This design comes from an exercise in tuning for small area on the open sky130 flow, not from production work. Function was checked by simulation only, so behaviour that the tests miss may differ from the original. Power figures rest on the tool's default switching activity, not on a simulated workload.

==> flow/design.v <==
package core_cfg_pkg;
    localparam int xlen_c = 64;
    localparam int inst_w_c = 32;
    localparam int reg_addr_w_c = 5;
    localparam logic [xlen_c-1:0] reset_pc_c = '0;
    localparam logic [inst_w_c-1:0] nop_inst_c = 32'h0000_0013;
endpackage
package rv_isa_pkg;
    typedef enum logic [6:0] {
        OP     = 7'b0110011,
        OP_IMM = 7'b0010011,
        BRANCH = 7'b1100011,
        JAL    = 7'b1101111,
        STORE  = 7'b0100011
    } opcode_e;
    typedef enum logic [2:0] {
        F3_ADD_SUB = 3'b000,
        F3_XOR     = 3'b100,
        F3_OR      = 3'b110,
        F3_AND     = 3'b111
    } alu_f3_e;
    typedef enum logic [2:0] {
        F3_BEQ = 3'b000,
        F3_BNE = 3'b001
    } br_f3_e;
    typedef enum logic [2:0] {
        F3_SD = 3'b011
    } st_f3_e;
    localparam logic [6:0] f7_base_c = 7'b0000000;
    localparam logic [6:0] f7_sub_c  = 7'b0100000;
    typedef enum logic [2:0] {
        ALU_ADD,
        ALU_SUB,
        ALU_AND,
        ALU_OR,
        ALU_XOR
    } alu_op_e;
    typedef enum logic [1:0] {
        BR_NONE,
        BR_EQ,
        BR_NE,
        BR_JUMP
    } br_kind_e;
endpackage
import core_cfg_pkg::*;
module core (
    input  logic                                clk,
    input  logic                                rst_n_i,
    input  logic [core_cfg_pkg::inst_w_c-1:0]   if_inst_i,
    output logic [core_cfg_pkg::xlen_c-1:0]     if_inst_addr_o,
    output logic                                mem_wen_o,
    output logic [core_cfg_pkg::xlen_c-1:0]     mem_waddr_o,
    output logic [core_cfg_pkg::xlen_c-1:0]     mem_wdata_o
);
    logic [3:0]  ph_q;
    logic        clr_q;
    logic        ph0, ph15;
    assign ph0  = (ph_q == 4'd0);
    assign ph15 = (ph_q == 4'd15);
    always_ff @(posedge clk) begin
        if (!rst_n_i) begin
            ph_q  <= 4'd0;
            clr_q <= 1'b1;
        end else begin
            ph_q <= ph_q + 4'd1;
            if (ph15) clr_q <= 1'b0;
        end
    end
    logic [31:7] ir_q;
    logic [31:7] ins;
    logic        c_rr_q, c_addi_q, c_br_q, c_jal_q, c_sd_q;
    logic        c_rr, c_addi, c_br, c_jal, c_sd;
    logic        d_rr, d_addi, d_br, d_jal, d_sd;
    logic [6:0] opc;
    logic [2:0] f3i;
    logic [6:0] f7i;
    assign opc = if_inst_i[6:0];
    assign f3i = if_inst_i[14:12];
    assign f7i = if_inst_i[31:25];
    always_comb begin
        d_rr   = (opc == 7'b0110011) &&
                 ((f7i == 7'b0000000 && (f3i == 3'b000 || f3i == 3'b100 ||
                                         f3i == 3'b110 || f3i == 3'b111)) ||
                  (f7i == 7'b0100000 && f3i == 3'b000));
        d_addi = (opc == 7'b0010011) && (f3i == 3'b000);
        d_br   = (opc == 7'b1100011) && (f3i[2:1] == 2'b00);
        d_jal  = (opc == 7'b1101111);
        d_sd   = (opc == 7'b0100011) && (f3i == 3'b011);
    end
    always_comb begin
        if (ph0) begin
            ins    = if_inst_i[31:7];
            c_rr   = d_rr   && !clr_q;
            c_addi = d_addi && !clr_q;
            c_br   = d_br   && !clr_q;
            c_jal  = d_jal  && !clr_q;
            c_sd   = d_sd   && !clr_q;
        end else begin
            ins    = ir_q;
            c_rr   = c_rr_q;
            c_addi = c_addi_q;
            c_br   = c_br_q;
            c_jal  = c_jal_q;
            c_sd   = c_sd_q;
        end
    end
    always_ff @(posedge clk) begin
        ir_q     <= ins;
        c_rr_q   <= c_rr;
        c_addi_q <= c_addi;
        c_br_q   <= c_br;
        c_jal_q  <= c_jal;
        c_sd_q   <= c_sd;
    end
    logic [4:0] rs1, rs2, rd;
    logic [2:0] f3;
    assign rs1 = ins[19:15];
    assign rs2 = ins[24:20];
    assign rd  = ins[11:7];
    assign f3  = ins[14:12];
    logic [20:0] imm;
    logic [3:0]  imm_nib;
    always_comb begin
        if (c_jal)
            imm = {ins[31], ins[19:12], ins[20], ins[30:21], 1'b0};
        else if (c_br)
            imm = {{8{ins[31]}}, ins[31], ins[7], ins[30:25], ins[11:8], 1'b0};
        else if (c_sd)
            imm = {{9{ins[31]}}, ins[31:25], ins[11:7]};
        else
            imm = {{9{ins[31]}}, ins[31:20]};
        case (ph_q)
            4'd0:    imm_nib = imm[3:0];
            4'd1:    imm_nib = imm[7:4];
            4'd2:    imm_nib = imm[11:8];
            4'd3:    imm_nib = imm[15:12];
            4'd4:    imm_nib = imm[19:16];
            default: imm_nib = {4{imm[20]}};
        endcase
    end
    logic [31:1][63:0] rf_q;
    logic [3:0]        rs1_nib, rs2_nib;
    logic [31:0][3:0]  tail;
    always_comb begin
        tail[0] = 4'd0;
        for (int r = 1; r < 32; r++) tail[r] = rf_q[r][3:0];
    end
    assign rs1_nib = tail[rs1];
    assign rs2_nib = tail[rs2];
    logic [63:0] pc_q, wa_q, wd_q;
    logic [3:0]  pc_nib;
    assign pc_nib = pc_q[3:0];
    logic        sub;
    logic [3:0]  a, b, bx;
    logic [4:0]  sum;
    logic        cy_q;
    logic [3:0]  alu;
    assign sub = c_rr && ins[30];
    assign a   = (c_br || c_jal) ? pc_nib : rs1_nib;
    assign b   = c_rr ? rs2_nib : imm_nib;
    assign bx  = sub ? ~b : b;
    assign sum = {1'b0, a} + {1'b0, bx} + {4'd0, ph0 ? sub : cy_q};
    always_comb begin
        alu = sum[3:0];
        if (c_rr) begin
            case (f3)
                3'b100:  alu = a ^ b;
                3'b110:  alu = a | b;
                3'b111:  alu = a & b;
                default: alu = sum[3:0];
            endcase
        end
    end
    logic [4:0] inc;
    logic       icy_q;
    assign inc = {1'b0, pc_nib} + (ph0 ? 5'd4 : {4'd0, icy_q});
    logic ne_q, ne;
    assign ne = (ph0 ? 1'b0 : ne_q) | (rs1_nib != rs2_nib);
    logic taken;
    assign taken = c_jal || (c_br && (f3[0] ? ne : !ne));
    always_ff @(posedge clk) begin
        cy_q  <= sum[4];
        icy_q <= inc[4];
        ne_q  <= ne;
    end
    logic       wen;
    logic [3:0] wdat;
    assign wen  = (c_rr || c_addi || c_jal) && (rd != 5'd0);
    assign wdat = c_jal ? inc[3:0] : alu;
    always_ff @(posedge clk) begin
        for (int r = 1; r < 32; r++) begin
            if (clr_q)
                rf_q[r] <= {4'd0, rf_q[r][63:4]};
            else if (wen && rd == 5'(r))
                rf_q[r] <= {wdat, rf_q[r][63:4]};
            else
                rf_q[r] <= {rf_q[r][3:0], rf_q[r][63:4]};
        end
    end
    logic [63:0] wa_d;
    assign wa_d = {alu, wa_q[63:4]};
    always_ff @(posedge clk) begin
        wa_q <= wa_d;
        wd_q <= {rs2_nib, wd_q[63:4]};
        if (clr_q)
            pc_q <= {4'd0, pc_q[63:4]};
        else if (ph15 && taken)
            pc_q <= wa_d;
        else
            pc_q <= {inc[3:0], pc_q[63:4]};
    end
    logic wen_q;
    always_ff @(posedge clk) begin
        if (!rst_n_i)
            wen_q <= 1'b0;
        else
            wen_q <= ph15 && c_sd;
    end
    assign if_inst_addr_o = pc_q;
    assign mem_wen_o      = wen_q;
    assign mem_waddr_o    = wa_q;
    assign mem_wdata_o    = wd_q;
endmodule
==> flow/run.sh <==
#!/bin/bash
# synth_recipe.tcl (not shown) runs the flow's synth.tcl, then flattens the netlist and writes it again
# the make line also repeats each setting of config.mk as NAME=value (left out here)
make -C /OpenROAD-flow-scripts/flow DESIGN_CONFIG=/design/flow/config.mk WORK_HOME=/design/flow/orfs CLKGATE_MAP_FILE= SYNTH_SCRIPT=/design/flow/synth_recipe.tcl finish
==> flow/config.mk <==
export PLATFORM = sky130hd
export DESIGN_NAME = core
export DESIGN_NICKNAME = core
export VERILOG_FILES = /design/flow/design.v
export SDC_FILE = /design/flow/constraint.sdc
export NUM_CORES = 4
export LEC_CHECK = 0
export CAP_MARGIN = 20
export CORE_MARGIN = 2
export CORE_UTILIZATION = 40
export SLEW_MARGIN = 20
==> flow/constraint.sdc <==
create_clock -name core_clock -period 5.5 [get_ports {clk}]
set_input_delay 1.1000 -clock core_clock [delete_from_list [all_inputs] [get_ports {clk}]]
set_output_delay 1.1000 -clock core_clock [all_outputs]
set_load 0.01 [all_outputs]
==> results of run 1 <==
[registers in the layout, summed over array words and instances (netlist names), 4 cells and up]
signal / cells
wd_q: 64
ph_q: 4
rf_q: 1984
pc_q: 64
ir_q: 25
wa_q: 64
[path summary, 6_finish.rpt]
path	startpoint	end	slack, ps	cells after the start
max	ph_q[0]	rf_q[1213]	180	24
min	rf_q[1944]	rf_q[1940]	290	0
max reg2reg	ph_q[0]	rf_q[1213]	180	24
min reg2reg	rf_q[1944]	rf_q[1940]	290	0
[cell families after synthesis]
logic type,count (synthesis)
simple gates,502
fa+ha+maj,20
xor+xnor,9
buf+inv,134
flops,2215
compound gates,363
mux,165
[cell usage after synthesis, types with 22 or more instances]
master | instances | share of area
mux2i_1 | 90 | 0.018
o21ai_0 | 113 | 0.011
nand4_1 | 22 | 0.0027
nand3_1 | 42 | 0.0041
dfxtp_1 | 2215 | 0.86
nor2_1 | 115 | 0.0084
clkbuf_1 | 66 | 0.0048
nand2_1 | 271 | 0.020
inv_1 | 32 | 0.0023
a21oi_1 | 123 | 0.012
a211oi_1 | 40 | 0.0058
mux2_2 | 59 | 0.013
[through the flow]
stage / setup TNS [ps] / instances / worst slack [ps]
4_1_cts: 0 / 5727 / 214.0
5_1_grt: 0 / 5727 / 0.4565
3_3_place_gp: -70790 / 5369 / -594.8
6_report: 0 / 5731 / 183.9
3_5_place_dp: -62720 / 5369 / -526.7
2_1_floorplan: 0 / 3408 / 173.5
[repair_timing]
| item | 4_1_cts | 5_1_grt |
|---|---|---|
| endpoints found under the setup margin | 0 | 64 |
| hold buffers | 0 | 0 |
| gates resized for setup | 0 | 12 |
[layer usage]
layer  part of all wire  up-vias  GRT usage
li1                   -    12180          -
met1               0.45    12060     0.2138
met2               0.45      820     0.2578
met3              0.065      190    0.03730
met4              0.032        6    0.06305
met5            0.00039        -          0
[power by group]
group,switching [mW],total (mW),internal [mW]
clock network,5.69,13.9,8.26
logic,1.94,3.57,1.63
registers,0.378,16.9,16.5
total,8.01,34.4,26.4
[critical path, cell delays in order, from the launching register on]
cell	delay (ps)
dfxtp_1	350
inv_1	100
ha_1	190
or3b_2	550
buf_12	230
a21oi_2	160
inv_1	80
buf_12	160
buf_4	170
mux2i_1	110
o21ai_0	250
nand3_2	190
a32oi_2	360
buf_4	190
mux2_2	160
inv_1	70
fa_1	350
inv_1	110
fa_1	400
nand2_1	70
o21ai_0	130
mux2_2	380
buf_12	170
nand2_1	80
a21oi_1	80
[cell type report]
type,instances,area share
tap,1662,0.03263
inverter,37,0.002258
clock buffer,291,0.09075
multi-input combinational,1059,0.1031
sequential,2215,0.6958
antenna,4,0.0001570
clock inverter,67,0.01657
timing repair buffer,396,0.05878
==> summary.txt, run 1 <==
Status: no timing/DRC/antenna violations
Root buf cell: clkbuf_16
Core ar.: 127500 µm²
Die W: 362.5 µm
Vias/cell: 4.407
Die ar.: 131400 µm²
Post-CTS Setup Repair Bufs: 0
Fillers: 10730
Pwr/cell area: 540.0 nW/µm²
Vias post-DR: 25260
Syn Std Cell Area: 51420 µm²
Antenna Nets Post-Route: 0
Yosys cell types: 66
Synth Warn #: 1
Longest Clk Path Bufs: 3
Post-synthesis mux area share: 0.03460
WP data arrival: 5930 ps
Final instance area: 63740 µm²
First-pass GRT wire length: 157100 µm
Clk sinks: 2215
Main combinational cell family by area after synthesis: compound AO/OA/AOI/OAI gates
Layout area overhead: 23.96%
Commonest non-fill, non-tap cell in the layout: dfxtp_1
Max Cap Viol: 0
Seq/Total Area, Yosys: 0.8624
Boundary Pins: 227
Synth Area in Compound Gates: 0.04288
Most frequent cells in the layout: dfxtp_1 (2214), nand2_1 (271), clkdlybuf4s50_1 (226), clkbuf_16 (198), buf_4 (152)
DRT iter0 DRCs: 1796
H-tree Lvls: 4
Post-route DRC: 0
Crit. End Element: flop
Slew Limit Fails: 0
Placed inst area: 56820 µm²
P_leak: 25.05 nW
Worst skew pair latency: 790 ps
Number of antenna violations at the first check in global routing: 8
Die Ht: 362.5 µm
HP Class: flop to flop
Initial Util: 0.4032
Grt ovf: 0
DRT Wirelength: 107300 µm
HPWL Detailed: 73000 µm
DR WL/cell: 18.73 µm
VDD IR max: 0.2933 mV
Final Core Density: 0.4998
Clk_skew: 42.90 ps
Tmin final: 5316 ps
Site Rows: 131
Layout cells sized above 1: 0.1400
Setup Viol. Count Final: 0
Hold Vio Cnt, Final: 0
TritonRoute pass-1 iters: 6
Placer congestion estimate: 0.9055
Port-buffer cells: 226
Share of synthesized flip-flops with an asynchronous set or reset: 0
Slew @ Worst Pin: 802.8 ps
Tot Pwr: 34.42 mW
Largest net degree at the start of global routing: 135
RSZ-0062 raised after global routing: no
Storage cell area: 44350 µm²
Reg clk slew, reported paths: 60 ps
Top_reg_cell synth: dfxtp_1
GRT Total Usage: 0.1619
Multi-input gate area: 6570 µm²
Type of the worst setup path: flop to flop
CP Max Fanout: 32
Req. time, crit path: 6110 ps
Synth Area in Simple Gates: 0.04203
Synth Register Bits: 2215
Hold WS: 285.6 ps
Synth Instances: 3408
Num CTS Buffers: 193
Final worst-path cycle share: 0.9666
Post-synthesis area per instance: 15.09 µm²
Adder-cell share of the synthesized area: 0.005159
Peak Freq: 188.1 MHz
Synth Area in XOR/XNOR: 0.001533
Rel. slew slack: 0.4648
Post-synth EDFFs: 0
Startpoint types: flop
Vias in the first global route: 24380
CTS tree: yes
Syn nets: 3462
Nets@finish: 3956
==> run 2, diff against run 1 <==
--- a/flow/design.v
+++ b/flow/design.v
@@ -56,4 +56,5 @@
     logic        clr_q;
-    logic        ph0, ph15;
-    assign ph0  = (ph_q == 4'd0);
+    logic        bub_q;      
+    logic        ph0_q, ph0, ph15;
+    assign ph0  = ph0_q;
     assign ph15 = (ph_q == 4'd15);
@@ -62,5 +63,7 @@
             ph_q  <= 4'd0;
+            ph0_q <= 1'b1;
             clr_q <= 1'b1;
         end else begin
-            ph_q <= ph_q + 4'd1;
+            ph_q  <= ph_q + 4'd1;
+            ph0_q <= ph15;
             if (ph15) clr_q <= 1'b0;
@@ -92,7 +95,7 @@
             ins    = if_inst_i[31:7];
-            c_rr   = d_rr   && !clr_q;
-            c_addi = d_addi && !clr_q;
-            c_br   = d_br   && !clr_q;
-            c_jal  = d_jal  && !clr_q;
-            c_sd   = d_sd   && !clr_q;
+            c_rr   = d_rr   && !clr_q && !bub_q;
+            c_addi = d_addi && !clr_q && !bub_q;
+            c_br   = d_br   && !clr_q && !bub_q;
+            c_jal  = d_jal  && !clr_q && !bub_q;
+            c_sd   = d_sd   && !clr_q && !bub_q;
         end else begin
@@ -173,5 +176,7 @@
     end
+    logic [3:0] pc_src;
     logic [4:0] inc;
     logic       icy_q;
-    assign inc = {1'b0, pc_nib} + (ph0 ? 5'd4 : {4'd0, icy_q});
+    assign pc_src = bub_q ? wa_q[3:0] : pc_nib;
+    assign inc = {1'b0, pc_src} + ((ph0 && !bub_q) ? 5'd4 : {4'd0, icy_q && !bub_q});
     logic ne_q, ne;
@@ -180,2 +185,4 @@
     assign taken = c_jal || (c_br && (f3[0] ? ne : !ne));
+    logic mm_q, mm;
+    assign mm = ((ph_q == 4'd4) ? 1'b0 : mm_q) | (alu != inc[3:0]);
     always_ff @(posedge clk) begin
@@ -184,2 +191,9 @@
         ne_q  <= ne;
+        mm_q  <= mm;
+    end
+    always_ff @(posedge clk) begin
+        if (!rst_n_i)
+            bub_q <= 1'b0;
+        else if (ph15)
+            bub_q <= taken && mm;
     end
@@ -189,8 +203,8 @@
     assign wdat = c_jal ? inc[3:0] : alu;
+    logic [3:0] wbus;
+    assign wbus = clr_q ? 4'd0 : wdat;
     always_ff @(posedge clk) begin
         for (int r = 1; r < 32; r++) begin
-            if (clr_q)
-                rf_q[r] <= {4'd0, rf_q[r][63:4]};
-            else if (wen && rd == 5'(r))
-                rf_q[r] <= {wdat, rf_q[r][63:4]};
+            if (clr_q || (wen && rd == 5'(r)))
+                rf_q[r] <= {wbus, rf_q[r][63:4]};
             else
@@ -207,3 +221,3 @@
         else if (ph15 && taken)
-            pc_q <= wa_d;
+            pc_q <= {inc[3:0], pc_q[63:20], wa_d[15:0]};
         else
==> flow/flow/run.sh (new file) <==
#!/bin/bash
set -euo pipefail
bash standard.sh "BUFFER_PORTS_ARGS=-buffer_cell sky130_fd_sc_hd__buf_1" finish > flow_make.log 2>&1
test -f out/final.def
==> flow/standard.sh (new file) <==
#!/bin/bash
# synth_recipe.tcl (not shown) runs the flow's synth.tcl, then flattens the netlist and writes it again
# the make line also repeats each setting of config.mk as NAME=value (left out here)
make -C /OpenROAD-flow-scripts/flow DESIGN_CONFIG=/design/flow/config.mk WORK_HOME=/design/flow/orfs CLKGATE_MAP_FILE= SYNTH_SCRIPT=/design/flow/synth_recipe.tcl "${@:-finish}"
--- a/flow/config.mk
+++ b/flow/config.mk
@@ -7,5 +7,10 @@
 export LEC_CHECK = 0
+export ABC_AREA = 1
 export CAP_MARGIN = 20
 export CORE_MARGIN = 2
-export CORE_UTILIZATION = 40
+export CORE_UTILIZATION = 65
+export CTS_BUF_LIST = sky130_fd_sc_hd__clkbuf_16
+export CTS_CLUSTER_DIAMETER = 80
+export CTS_CLUSTER_SIZE = 30
+export GPL_TIMING_DRIVEN = 0
 export SLEW_MARGIN = 20
removed: flow/run.sh
==> summary.txt, run 2 <==
Seq pwr share: 0.651
Top cells by area, synth: dfxtp_1 (87%), nand2_1 (4.2%), nand3_1 (2.8%)
R2R Path End: rf_q[1149]
Max Cap Viol: 0
Post-synthesis area per instance: 14.05 µm²
Initial Util: 0.6575
P_leak: 22.50 nW
Tmin final: 5513 ps
Vias in the first global route: 26300
Synth Instances: 3631
Status: finished with violations
Core ar.: 77590 µm²
FF-to-FF setup slack: 0 ps
Syn Std Cell Area: 51020 µm²
Switch share: 0.2269
Dpl cells: 4897
Worst Reg-to-Reg Cells: 21
Post-route DRC: 0
Commonest non-fill, non-tap cell in the layout: dfxtp_1
HPWL Detailed: 73100 µm
Top reg by flops: rf_q
First-pass GRT wire length: 167900 µm
CTS Hold Bufs: 0
Clk_skew: 45.46 ps
CP Max Fanout: 10
Vias post-DR: 25650
Post-synth EDFFs: 0
Hold Crit Start: rf_q[444]
VDD IR max: 0.3695 mV
Clk sinks: 2218
Pwr/cell area: 459.5 nW/µm²
Layout cells sized above 1: 0.05582
Slew Limit Fails: 0
TritonRoute pass-1 iters: 8
Yosys cell types: 49
Top cells by count, synth: dfxtp_1 (2218), nand2_1 (565), nand3_1 (281)
Req. time, crit path: 6010 ps
Rel. slew slack: 0.2704
Hold WS: 308.7 ps
Total net switching power: 5.807 mW
Antenna Nets Post-Route: 0
Layout check faults: setup timing
Vias/cell: 5.123
Worst skew pair latency: 700 ps
Placer congestion estimate: 0.9181
Grt ovf: 0
DR WL/cell: 23.02 µm
Final worst-path cycle share: 1.002
Clock power frac: 0.301
Site Rows: 102
Peak Freq: 181.4 MHz
Layout area overhead: 9.162%
Syn nets: 3685
Post-synth top area share: 0.8703
RSZ-0062 raised after global routing: no
CTS tree: yes
Met2 Use GR: 0.4796
Number of antenna violations at the first check in global routing: 7
Die ar.: 80750 µm²
Nets@finish: 3999
Most frequent cells in the layout: dfxtp_1 (2218), nand2_1 (561), nand3_1 (281), buf_1 (228), o21ai_0 (136)
Largest net degree at the start of global routing: 31
DRT iter0 DRCs: 2317
Crit path launch: if_inst_i[20]
GRT Total Usage: 0.2836
Grt peak-use layer: met2
Cell-internal power: 19.78 mW
Grt met3 use: 0.03812
Die Ht: 284.2 µm
Reg clk slew, reported paths: 100 ps
Post-CTS Setup Repair Bufs: 0
Share of synthesized flip-flops with an asynchronous set or reset: 0
Seq/Total Area, Yosys: 0.8703
Setup slack after layout: -12.67 ps
Comb power frac: 0.048
Fin cells: 5006
Most numerous cell in the Yosys netlist: dfxtp_1
Slew @ Worst Pin: 1090 ps
DRT Wirelength: 115200 µm
Longest Clk Path Bufs: 3
Crit. End Element: flop
Hold path cells: 0
Type of the worst setup path: input pin to flop
WP data arrival: 6030 ps
Hold Path End: rf_q[440]
Die W: 284.2 µm
Root buf cell: clkbuf_16
H-tree Lvls: 3
Startpoint types: input pin
Boundary Pins: 227
Tot Pwr: 25.59 mW
Setup Viol. Count Final: 1
Area leader, netlist: dfxtp_1
Port-buffer cells: 226
HP Class: flop to flop
Max FFs per register: 1984
Hold Vio Cnt, Final: 0
M1 GR Usage: 0.3720
Synth Warn #: 1
Num CTS Buffers: 86
Synth Register Bits: 2218
Top_reg_cell synth: dfxtp_1
Reg2reg start: ph0_q
## run 2: cell types whose count changed after synthesis, moves of 56 or more
cell | before | now
mux2i_1 | 90 | 1
a21oi_1 | 123 | 28
mux2_2 | 59 | 3
inv_1 | 32 | 116
nand3_1 | 42 | 281
nand2_1 | 271 | 565
nor2_1 | 115 | 56
## run 2: kinds of logic (layout without fill, tap and decap cells)
family | count (synthesis) | in the layout | synth area share
flops | 2218 | 2218 | 0.8703
simple gates | 949 | 949 | 0.07931
compound gates | 224 | 224 | 0.02411
buf+inv | 205 | 533 | 0.01822
fa+ha+maj | 20 | 20 | 0.005199
xor+xnor | 9 | 9 | 0.001545
mux | 6 | 6 | 0.001300
other cells | 0 | 7 | 0
## run 2: metal layers
metal,wire length [µm],vias up
met4,4631,4
met1,48300,12320
li1,-,12010
met5,20,-
met3,6354,312
met2,55920,998
## run 2: power by group through the flow
stage          logic [mW]  registers (mW)  clock network (mW)
2_1_floorplan       0.476            17.1                   0
3_3_place_gp         1.19            17.0                   0
3_5_place_dp         1.19            17.0                   0
4_1_cts              1.21            16.7                7.79
5_1_grt              1.31            16.7                8.31
6_report             1.22            16.7                7.70
## run 2: critical path, cell delays in order
cell and delay, ps:
buf_1 230, nand2_2 280, nand2_2 170, buf_4 180
buf_2 340, nand2_1 120, nand3_1 120, nand3_1 100
nand3_1 150, nand3_1 110, nand2_1 330, nand2_1 100
nand2_1 160, xor2_1 100, fa_1 470, fa_1 490
inv_1 80, nand2_1 80, nand3_1 140, nand2_4 190
clkbuf_2 330, o21ai_0 590
## run 2: layout make-up
cell class                      instances  area, µm²
Clock buffer                           87       2177
Fill cell                            4635      21900
Sequential cell                      2218      44400
Clock inverter                         15      285.3
Antenna cell                            7      17.52
Inverter                              135      516.7
Tap cell                             1040       1301
Multi-Input combinational cell       1208       5723
Buffer                                 70      421.7
Timing Repair Buffer                  226      848.3
## run 2: timing repair
action	in CTS	in global routing
resized for setup	15	27
setup endpoints to repair	59	50
pin swaps	0	0
## run 2: through the flow
step	worst slack, ps	instance area [µm²]	util	TNS [ps]
3_5_place_dp	-1217	53170	0.6852	-74950
6_report	-12.67	55690	0.7178	-12.67
5_1_grt	4.178	55680	0.7175	0
3_3_place_gp	-1120	53170	0.6852	-71020
2_1_floorplan	1196	51020	-	0
4_1_cts	3.518	55650	0.7172	0
## run 2: worst max-delay path by stage
| stage | end | slack (ps) |
|---|---|---|
| 2_1_floorplan | rf_q[126] | 1200 |
| 3_3_place_gp | rf_q[1278] | -1120 |
| 3_5_place_dp | rf_q[1278] | -1220 |
| 4_1_cts | rf_q[830] | 4 |
| 5_1_grt | rf_q[1471] | 4 |
| 6_report | rf_q[1149] | -10 |

[static timing again, ports no longer ideal]
No port has a modelled driver above. Below, the same layouts with a new extraction and two added sets of constraints. Step 1 sets driving cells, clkbuf_16 on the clock port and buf_2 on the other inputs (assumed; they add their load-dependent delay and slew). Step 2 also shifts input and output timing later by t, the mid clock arrival at the registers, as if the neighbouring blocks saw the same clock. Slacks: no drivers / after step 1 / after step 2; pairs: no drivers / after step 1.
run	t, ns	slack for setup (ns)	pins driven straight from the clock port
run 1	0.838	0.184 / 0.184 / -0.557	1
run 2	0.750	-0.013 / 0.000 / -0.716	1
Met with ideal ports but missed after step 2: setup timing in run 1. For run 1, which loses most, drivers alone change the setup slack by 0.000 ns; drivers and shift together by -0.741 ns.
